What follows belongs to an exercise in optimizing a design on an open flow for small area; a production flow would make more cautious choices.
Where RTL was checked, it was by simulation tests only, not by an equivalence proof against the original.
The flow treats the clock pin as an ideal source, which a real chip does not have.
Power is estimated from default activity; no workload was simulated.

==> flow/design.v (excerpt) <==
module isotp_receive_reassembler #(
	parameter int MAX_MESSAGE_BYTES = 64
) (
	input  logic       clk,
	input  logic       arst_n,
	input  logic       in_valid,
	output logic       in_ready,
	input  logic [1:0] op,
	input  logic [3:0] dlc,
	input  logic [7:0] byte_0,
	input  logic [7:0] byte_1,
	input  logic [7:0] byte_2,
	input  logic [7:0] byte_3,
	input  logic [7:0] byte_4,
	input  logic [7:0] byte_5,
	input  logic [7:0] byte_6,
	input  logic [7:0] byte_7,
	output logic       out_valid,
	input  logic       out_ready,
	output logic [1:0] kind,
	output logic [7:0] data_byte,
	output logic [5:0] byte_index,
	output logic [6:0] msg_length,
	output logic [2:0] error_code,
	output logic       last
);
For scale: about 910 cells after synthesis, roughly 560 flip-flops, about 100 I/O pins, about 14000 sq um of cells after synthesis.
Settings: LEC_CHECK=0, CAP_MARGIN=20, CORE_MARGIN=2, CORE_UTILIZATION=40, CTS_BUF_LIST=sky130_fd_sc_hd__clkbuf_2 sky130_fd_sc_hd__clkbuf_4 sky130_fd_sc_hd__clkbuf_8, SLEW_MARGIN=20; clock period 7.0 ns.
run.sh (not shown) runs the stock make flow with config.mk's settings and CLKGATE_MAP_FILE= SYNTH_SCRIPT=/design/flow/synth_recipe.tcl, a recipe that flattens the netlist after the stock synthesis.
Edit:
Settings changed: CTS_BUF_LIST sky130_fd_sc_hd__clkbuf_2 sky130_fd_sc_hd__clkbuf_4 sky130_fd_sc_hd__clkbuf_8 to unset.
=> The changed run produced a clean layout; die area does not change; worst setup slack loses 32 ps; register-to-register slack stays flat; wire length is lower by 2.4%; sequential share of layout area came out higher by 0.59 points; via count falls by 2.9%; global-route usage shrinks by 0.48 points.

========
## north
Another version of the RTL of isotp_receive_reassembler (not shown whole).
Size: about 930 cells after synthesis, roughly 540 flip-flops, roughly 14000 µm² of cells after synthesis.
clock: 7.0 ns
lec_check: 0
cap_margin: 20
core_margin: 2
core_utilization: 72
place_density: 0.85
slew_margin: 20
standard.sh (not shown) runs the stock make flow with config.mk's settings and CLKGATE_MAP_FILE= SYNTH_SCRIPT=/design/flow/synth_recipe.tcl, a recipe that flattens the netlist after the stock synthesis.
==> flow/flow/run.sh <==
#!/bin/bash
# Standard ORFS layout (standard synthesis) with three changes:
#  - after floorplan, the combinational logic is remapped for area (OpenROAD restructure,
#    i.e. ABC with an area target, on a liberty copy without the platform's don't-use cells),
#    then repaired for slew, capacitance and setup;
#  - port buffers are buf_1, and the clock tree uses clkbuf_8 clusters without dummy loads;
#  - after CTS, cells on paths with slack to spare are downsized.
set -euo pipefail
here=$(pwd)
mkdir -p "$here/rmp"
lib=$FLOW_HOME/platforms/sky130hd/lib/sky130_fd_sc_hd__tt_025C_1v80.lib
dont_use=$(sed -n '/^export DONT_USE_CELLS += /,/^#/p' "$FLOW_HOME/platforms/sky130hd/config.mk" | grep -o 'sky130_fd_sc_hd__[a-z0-9_]*' | tr '\n' ' ')
python3 flow/filterlib.py "$lib" "$here/rmp/area.lib" $dont_use > "$here/rmp/filterlib.log" 2>&1
export RMP_LIB="$here/rmp/area.lib"
export RMP_DIR="$here/rmp"
export POST_FLOORPLAN_TCL="$here/flow/post_floorplan.tcl"
export BUFFER_PORTS_ARGS="-buffer_cell sky130_fd_sc_hd__buf_1"
export CTS_ARGS="-sink_clustering_enable -repair_clock_nets -sink_clustering_size 20 -sink_clustering_max_diameter 60 -buf_list sky130_fd_sc_hd__clkbuf_8 -dont_use_dummy_load"
export POST_CTS_TCL="$here/flow/post_cts.tcl"
bash standard.sh > standard.log 2>&1
==> flow/flow/filterlib.py <==
# usage: filterlib.py IN.lib OUT.lib CELL...   copy of a liberty file without the named cells
import sys, re
src, dst, drop = sys.argv[1], sys.argv[2], set(sys.argv[3:])
out = []
skip = 0
depth = 0
for line in open(src):
    if skip:
        depth += line.count('{') - line.count('}')
        if depth <= 0:
            skip = 0
        continue
    m = re.match(r'\s*cell\s*\(\s*"?([\w]+)"?\s*\)', line)
    if m and m.group(1) in drop:
        depth = line.count('{') - line.count('}')
        skip = 1 if depth > 0 else 0
        continue
    out.append(line)
open(dst, 'w').writelines(out)
==> flow/flow/post_cts.tcl <==
# recover area: downsize cells on paths with slack to spare
repair_timing -recover_power 100 -verbose
==> flow/flow/post_floorplan.tcl <==
# remap the combinational logic for area, then repair slew, capacitance and setup
restructure -target area -liberty_file $::env(RMP_LIB) \
  -tielo_port sky130_fd_sc_hd__conb_1/LO -tiehi_port sky130_fd_sc_hd__conb_1/HI \
  -work_dir $::env(RMP_DIR) -abc_logfile $::env(RMP_DIR)/abc.log
report_design_area
repair_design
repair_timing -setup -setup_margin 0.2
report_design_area
report_worst_slack
north went all the way through the flow, and no timing, DRC or antenna check failed.
Changes in south relative to north:
diff --git a/flow/flow/run.sh b/flow/flow/run.sh
--- a/flow/flow/run.sh
+++ b/flow/flow/run.sh
@@ -18 +18 @@
-export CTS_ARGS="-sink_clustering_enable -repair_clock_nets -sink_clustering_size 20 -sink_clustering_max_diameter 60 -buf_list sky130_fd_sc_hd__clkbuf_8 -dont_use_dummy_load"
+export CTS_ARGS="-sink_clustering_enable -repair_clock_nets -sink_clustering_size 12 -sink_clustering_max_diameter 35 -buf_list sky130_fd_sc_hd__clkbuf_4 -dont_use_dummy_load"
Notes after the runs:
Number of global-route vias before repair was lower in the run labelled north. Against north, south reports a sum of routed wire length over all layers that is lower. south has completed all stages; timing, DRC and antenna checks passed. Delta(setup slack, south - north) < 0.
Input-level comparison between east and south:
Settings: removing PLACE_DENSITY (formerly 0.85); changing CORE_UTILIZATION from 72 to 40.
diff --git a/flow/flow/run.sh b/flow/flow/run.sh
--- a/flow/flow/run.sh
+++ b/flow/flow/run.sh
@@ -18 +18 @@
-export CTS_ARGS="-sink_clustering_enable -repair_clock_nets -sink_clustering_size 12 -sink_clustering_max_diameter 35 -buf_list sky130_fd_sc_hd__clkbuf_4 -dont_use_dummy_load"
+export CTS_ARGS="-sink_clustering_enable -repair_clock_nets -sink_clustering_size 20 -sink_clustering_max_diameter 60 -buf_list sky130_fd_sc_hd__clkbuf_8 -dont_use_dummy_load"
- east against south: routability congestion estimate from global placement went down by 0.059, data required time at the worst endpoint shows a reduction of 0.07 ns, post-synthesis cell count closely matched the old numbers, worst clock skew on the final layout increased by 0.010 ns relative to the old numbers, fraction of final layout cells with drive strength greater than 1 now sits lower.
- From south to east the numbers moved as follows: routed via count divided by cell count -about 17%; number of cells on the critical path now larger; width of the chip climbed 33%.
- For south, the launching element of the worst setup path was cnt_q[0]$_SDFFE_PP1N_, unlike east, where it was cnt_q[2]$_SDFFE_PP1P_.
- Total vias in the final route: east vs south down 246
- Compared with south, east shows maximum vdd ir drop that has gone down by more than 10%.
Edits applied to the flow inputs when going from east to west:
Settings: swapping 40 for 60 in CORE_UTILIZATION; putting PLACE_DENSITY at 0.75 where nothing was set.
Notes after the runs:
Going from east to west, maximum operating frequency down 5.7%; transition time at the pin with the least slew margin went up; count of clock buffers in the final design dropped 3; critical path depth shows a reduction of 1.

========
isotp_receive_reassembler again, from the RTL that the note above started with.
## isotp_receive_reassembler
module isotp_receive_reassembler #(
	parameter int MAX_MESSAGE_BYTES = 64
) (
	input  logic       clk,
	input  logic       arst_n,
	input  logic       in_valid,
	output logic       in_ready,
	input  logic [1:0] op,
	input  logic [3:0] dlc,
	input  logic [7:0] byte_0,
	input  logic [7:0] byte_1,
	input  logic [7:0] byte_2,
	input  logic [7:0] byte_3,
	input  logic [7:0] byte_4,
	input  logic [7:0] byte_5,
	input  logic [7:0] byte_6,
	input  logic [7:0] byte_7,
	output logic       out_valid,
	input  logic       out_ready,
	output logic [1:0] kind,
	output logic [7:0] data_byte,
	output logic [5:0] byte_index,
	output logic [6:0] msg_length,
	output logic [2:0] error_code,
	output logic       last
);
clock: 7.0 ns
lec_check: 0
cap_margin: 20
core_margin: 2
core_utilization: 72
place_density: 0.85
slew_margin: 20
==> flow/flow/run.sh <==
#!/bin/bash
# Standard ORFS layout (standard synthesis) with three changes:
#  - after floorplan, the combinational logic is remapped for area (OpenROAD restructure,
#    i.e. ABC with an area target, on a liberty copy without the platform's don't-use cells),
#    then repaired for slew, capacitance and setup;
#  - port buffers are buf_1, and the clock tree uses small clusters of clkbuf_4 without
#    dummy loads;
#  - after CTS, cells on paths with slack to spare are downsized.
set -euo pipefail
here=$(pwd)
mkdir -p "$here/rmp"
lib=$FLOW_HOME/platforms/sky130hd/lib/sky130_fd_sc_hd__tt_025C_1v80.lib
dont_use=$(sed -n '/^export DONT_USE_CELLS += /,/^#/p' "$FLOW_HOME/platforms/sky130hd/config.mk" | grep -o 'sky130_fd_sc_hd__[a-z0-9_]*' | tr '\n' ' ')
python3 flow/filterlib.py "$lib" "$here/rmp/area.lib" $dont_use > "$here/rmp/filterlib.log" 2>&1
export RMP_LIB="$here/rmp/area.lib"
export RMP_DIR="$here/rmp"
export POST_FLOORPLAN_TCL="$here/flow/post_floorplan.tcl"
export BUFFER_PORTS_ARGS="-buffer_cell sky130_fd_sc_hd__buf_1"
export CTS_ARGS="-sink_clustering_enable -repair_clock_nets -sink_clustering_size 12 -sink_clustering_max_diameter 35 -buf_list sky130_fd_sc_hd__clkbuf_4 -dont_use_dummy_load"
export POST_CTS_TCL="$here/flow/post_cts.tcl"
bash standard.sh > standard.log 2>&1
Scripts as last shown in full above: flow/flow/filterlib.py, flow/flow/post_cts.tcl, flow/flow/post_floorplan.tcl
The baseline finished with timing, DRC and antenna clean.
Edit:
--- a/flow/flow/run.sh
+++ b/flow/flow/run.sh
@@ -4,6 +4,5 @@
 #    i.e. ABC with an area target, on a liberty copy without the platform's don't-use cells),
 #    then repaired for slew, capacitance and setup;
-#  - port buffers are buf_1, and the clock tree uses small clusters of clkbuf_4 without
-#    dummy loads;
+#  - port buffers are buf_1, and the clock tree uses clkbuf_8 clusters without dummy loads;
 #  - after CTS, cells on paths with slack to spare are downsized.
 set -euo pipefail
@@ -17,5 +16,5 @@
 export POST_FLOORPLAN_TCL="$here/flow/post_floorplan.tcl"
 export BUFFER_PORTS_ARGS="-buffer_cell sky130_fd_sc_hd__buf_1"
-export CTS_ARGS="-sink_clustering_enable -repair_clock_nets -sink_clustering_size 12 -sink_clustering_max_diameter 35 -buf_list sky130_fd_sc_hd__clkbuf_4 -dont_use_dummy_load"
+export CTS_ARGS="-sink_clustering_enable -repair_clock_nets -sink_clustering_size 20 -sink_clustering_max_diameter 60 -buf_list sky130_fd_sc_hd__clkbuf_8 -dont_use_dummy_load"
 export POST_CTS_TCL="$here/flow/post_cts.tcl"
 bash standard.sh > standard.log 2>&1
==> flow/flow/post_floorplan.tcl (replaced) <==
# remap the combinational logic for area, then repair slew, capacitance and setup
# (twice: the second pass still finds a little)
foreach pass {1 2} {
  restructure -target area -liberty_file $::env(RMP_LIB) \
    -tielo_port sky130_fd_sc_hd__conb_1/LO -tiehi_port sky130_fd_sc_hd__conb_1/HI \
    -work_dir $::env(RMP_DIR) -abc_logfile $::env(RMP_DIR)/abc_$pass.log
  report_design_area
}
report_design_area
repair_design
repair_timing -setup -setup_margin 0.2
report_design_area
report_worst_slack
CORE_UTILIZATION = 40   (was 72)
PLACE_DENSITY = unset   (was 0.85)
Result:
- The changed run finished clean
- worst setup slack degrades by 100 ps
- routed wire length is lower by a few percent
- cell count is higher by about a fifth
- global-route usage is lower by 9.9 points
- critical path depth is lower by 2
- final area is higher by a few percent
- first-iteration DRC count is lower by about a fifth
- synthesized area does not change
- synthesized cell count stays the same
- via count is lower by a few percent
- power is higher by a few percent
Edit:
--- a/flow/flow/run.sh
+++ b/flow/flow/run.sh
@@ -16,5 +16,5 @@
 export POST_FLOORPLAN_TCL="$here/flow/post_floorplan.tcl"
 export BUFFER_PORTS_ARGS="-buffer_cell sky130_fd_sc_hd__buf_1"
-export CTS_ARGS="-sink_clustering_enable -repair_clock_nets -sink_clustering_size 20 -sink_clustering_max_diameter 60 -buf_list sky130_fd_sc_hd__clkbuf_8 -dont_use_dummy_load"
+export CTS_ARGS="-sink_clustering_enable -repair_clock_nets -sink_clustering_size 14 -sink_clustering_max_diameter 40 -buf_list {sky130_fd_sc_hd__clkbuf_4 sky130_fd_sc_hd__clkbuf_8} -dont_use_dummy_load"
 export POST_CTS_TCL="$here/flow/post_cts.tcl"
 bash standard.sh > standard.log 2>&1
==> flow/flow/post_floorplan.tcl (replaced) <==
# remap the combinational logic for area, then repair slew, capacitance and setup
restructure -target area -liberty_file $::env(RMP_LIB) \
  -tielo_port sky130_fd_sc_hd__conb_1/LO -tiehi_port sky130_fd_sc_hd__conb_1/HI \
  -work_dir $::env(RMP_DIR) -abc_logfile $::env(RMP_DIR)/abc.log
report_design_area
repair_design
repair_timing -setup -setup_margin 0.2
report_design_area
report_worst_slack
CORE_UTILIZATION = 72   (was 40)
PLACE_DENSITY = 0.85   (was unset)
What happened: Critical path depth goes up by 2; first-iteration DRC count goes up by 55%; fmax goes up by 3.5%; design area goes down by 0.97%; die area goes down by 44%; total power goes up by 2.7%; synthesized area is unchanged; clock skew goes down by 7.2 ps.

========
isotp_receive_reassembler, a different RTL version from the one above (not shown whole).
For scale: about 900 cells after synthesis, about 540 flip-flops, about 100 I/O pins, roughly 14000 µm² of cells after synthesis.
==> flow/design.v (excerpt) <==
module isotp_receive_reassembler #(
	parameter int MAX_MESSAGE_BYTES = 64
) (
	input  logic       clk,
	input  logic       arst_n,
	input  logic       in_valid,
	output logic       in_ready,
	input  logic [1:0] op,
	input  logic [3:0] dlc,
	input  logic [7:0] byte_0,
	input  logic [7:0] byte_1,
	input  logic [7:0] byte_2,
	input  logic [7:0] byte_3,
	input  logic [7:0] byte_4,
	input  logic [7:0] byte_5,
	input  logic [7:0] byte_6,
	input  logic [7:0] byte_7,
	output logic       out_valid,
	input  logic       out_ready,
	output logic [1:0] kind,
	output logic [7:0] data_byte,
	output logic [5:0] byte_index,
	output logic [6:0] msg_length,
	output logic [2:0] error_code,
	output logic       last
);
clock: 7.0 ns
lec_check: 0
cap_margin: 20
core_margin: 2
core_utilization: 40
slew_margin: 20
==> flow/flow/run.sh <==
#!/bin/bash
# Standard ORFS layout with smaller port buffers and a lighter clock tree.
set -euo pipefail
here=$(pwd)
export BUFFER_PORTS_ARGS="-buffer_cell sky130_fd_sc_hd__buf_1"
export CTS_ARGS="-sink_clustering_enable -repair_clock_nets -sink_clustering_size 20 -sink_clustering_max_diameter 60 -buf_list sky130_fd_sc_hd__clkbuf_8 -dont_use_dummy_load"
if [[ -f flow/post_cts.tcl ]]; then export POST_CTS_TCL=$here/flow/post_cts.tcl; fi
bash standard.sh > standard.log 2>&1
Edit:
==> flow/flow/post_cts.tcl (new file) <==
# recover area: downsize cells on paths with slack to spare
repair_timing -recover_power 100 -verbose
- CORE_UTILIZATION: 40 -> 65
- PLACE_DENSITY: unset -> 0.8
Outcome:
- synthesized cell count stays the same
- setup slack loses 0.46 ns
- die area went down by about 40%
Edit:
- CORE_UTILIZATION: 65 -> 40
- PLACE_DENSITY: 0.8 -> unset
Power increases by 0.38%. Synthesized cell count is unchanged. Via count is higher by 0.43%.
Edit:
--- a/flow/flow/run.sh
+++ b/flow/flow/run.sh
@@ -6 +6 @@
-export CTS_ARGS="-sink_clustering_enable -repair_clock_nets -sink_clustering_size 20 -sink_clustering_max_diameter 60 -buf_list sky130_fd_sc_hd__clkbuf_8 -dont_use_dummy_load"
+export CTS_ARGS="-sink_clustering_enable -repair_clock_nets -sink_clustering_size 16 -sink_clustering_max_diameter 45 -buf_list sky130_fd_sc_hd__clkbuf_8 -dont_use_dummy_load"
- The changed run ran to the end with no violations
- setup slack degrades by 0.059 ns
- wire length came out higher by 0.57%
- cell count came out higher by 0.68%
- area after synthesis does not change
- non-clock buffer count is unchanged
- core utilization came out higher by 0.39 points
- clock power came out higher by about 10%
- global-route usage stays flat
- flip-flop and latch count is unchanged
- die area is unchanged
- critical path depth stays the same
No functional check of the RTL was part of any run of this note.

port drivers added, routing unchanged:
The results above use ideal ports. As a check the final layouts listed here were re-extracted and re-timed, cells and wires unchanged. Step 1 (the two cells are an assumption about what drives the block):
set clk [get_ports {clk}]
set_driving_cell -lib_cell sky130_fd_sc_hd__clkbuf_16 $clk
set_driving_cell -lib_cell sky130_fd_sc_hd__buf_2 [delete_from_list [all_inputs] $clk]
Step 2 moves the port delays by t, midway between the first and last clock arrival at a register: inputs arrive t later, outputs are due t later. That takes back most of the time a late clock gives input paths. a / b / c = no drivers / after step 1 / after step 2; a / b = the first two.
| run | t (ns) | setup slack, ns | worst hold slack (ns) | pins driven straight from the clock port |
|---|---|---|---|---|
| the first run of note 1 | 0.637 | 2.519 / 2.537 / 1.900 | 0.305 / 0.305 / 0.305 | 1 |
| the second run of note 1 | 0.595 | 2.487 / 2.510 / 1.915 | 0.322 / 0.322 / 0.322 | 1 |
| north | 0.609 | 1.007 / 1.007 / 1.007 | 0.225 / 0.225 / 0.225 | 1 |
| south | 0.671 | 0.947 / 0.947 / 0.947 | 0.264 / 0.264 / 0.264 | 1 |
| east | 0.556 | 1.201 / 1.201 / 0.964 | 0.300 / 0.300 / 0.300 | 1 |
| west | 0.613 | 0.852 / 0.852 / 0.852 | 0.286 / 0.286 / 0.286 | 1 |
| the first run of note 3 | 0.671 | 0.947 / 0.947 / 0.947 | 0.264 / 0.264 / 0.264 | 1 |
| the second run of note 3 | 0.562 | 0.843 / 0.843 / 0.843 | 0.265 / 0.265 / 0.265 | 1 |
| the third run of note 3 | 0.574 | 1.048 / 1.048 / 1.048 | 0.266 / 0.266 / 0.266 | 1 |
| the first run of note 4 | 0.563 | 1.267 / 1.267 / 1.267 | 0.295 / 0.295 / 0.295 | 1 |
| the second run of note 4 | 0.554 | 0.803 / 0.803 / 0.803 | 0.265 / 0.265 / 0.265 | 1 |
| the third run of note 4 | 0.568 | 1.066 / 1.066 / 1.066 | 0.295 / 0.295 / 0.295 | 1 |
| the fourth run of note 4 | 0.585 | 1.007 / 1.007 / 1.007 | 0.278 / 0.278 / 0.278 | 1 |
After both steps every run listed still meets setup and hold. For the first run of note 1, which loses most, drivers alone change the setup slack by +0.018 ns; drivers and shift together by -0.619 ns.
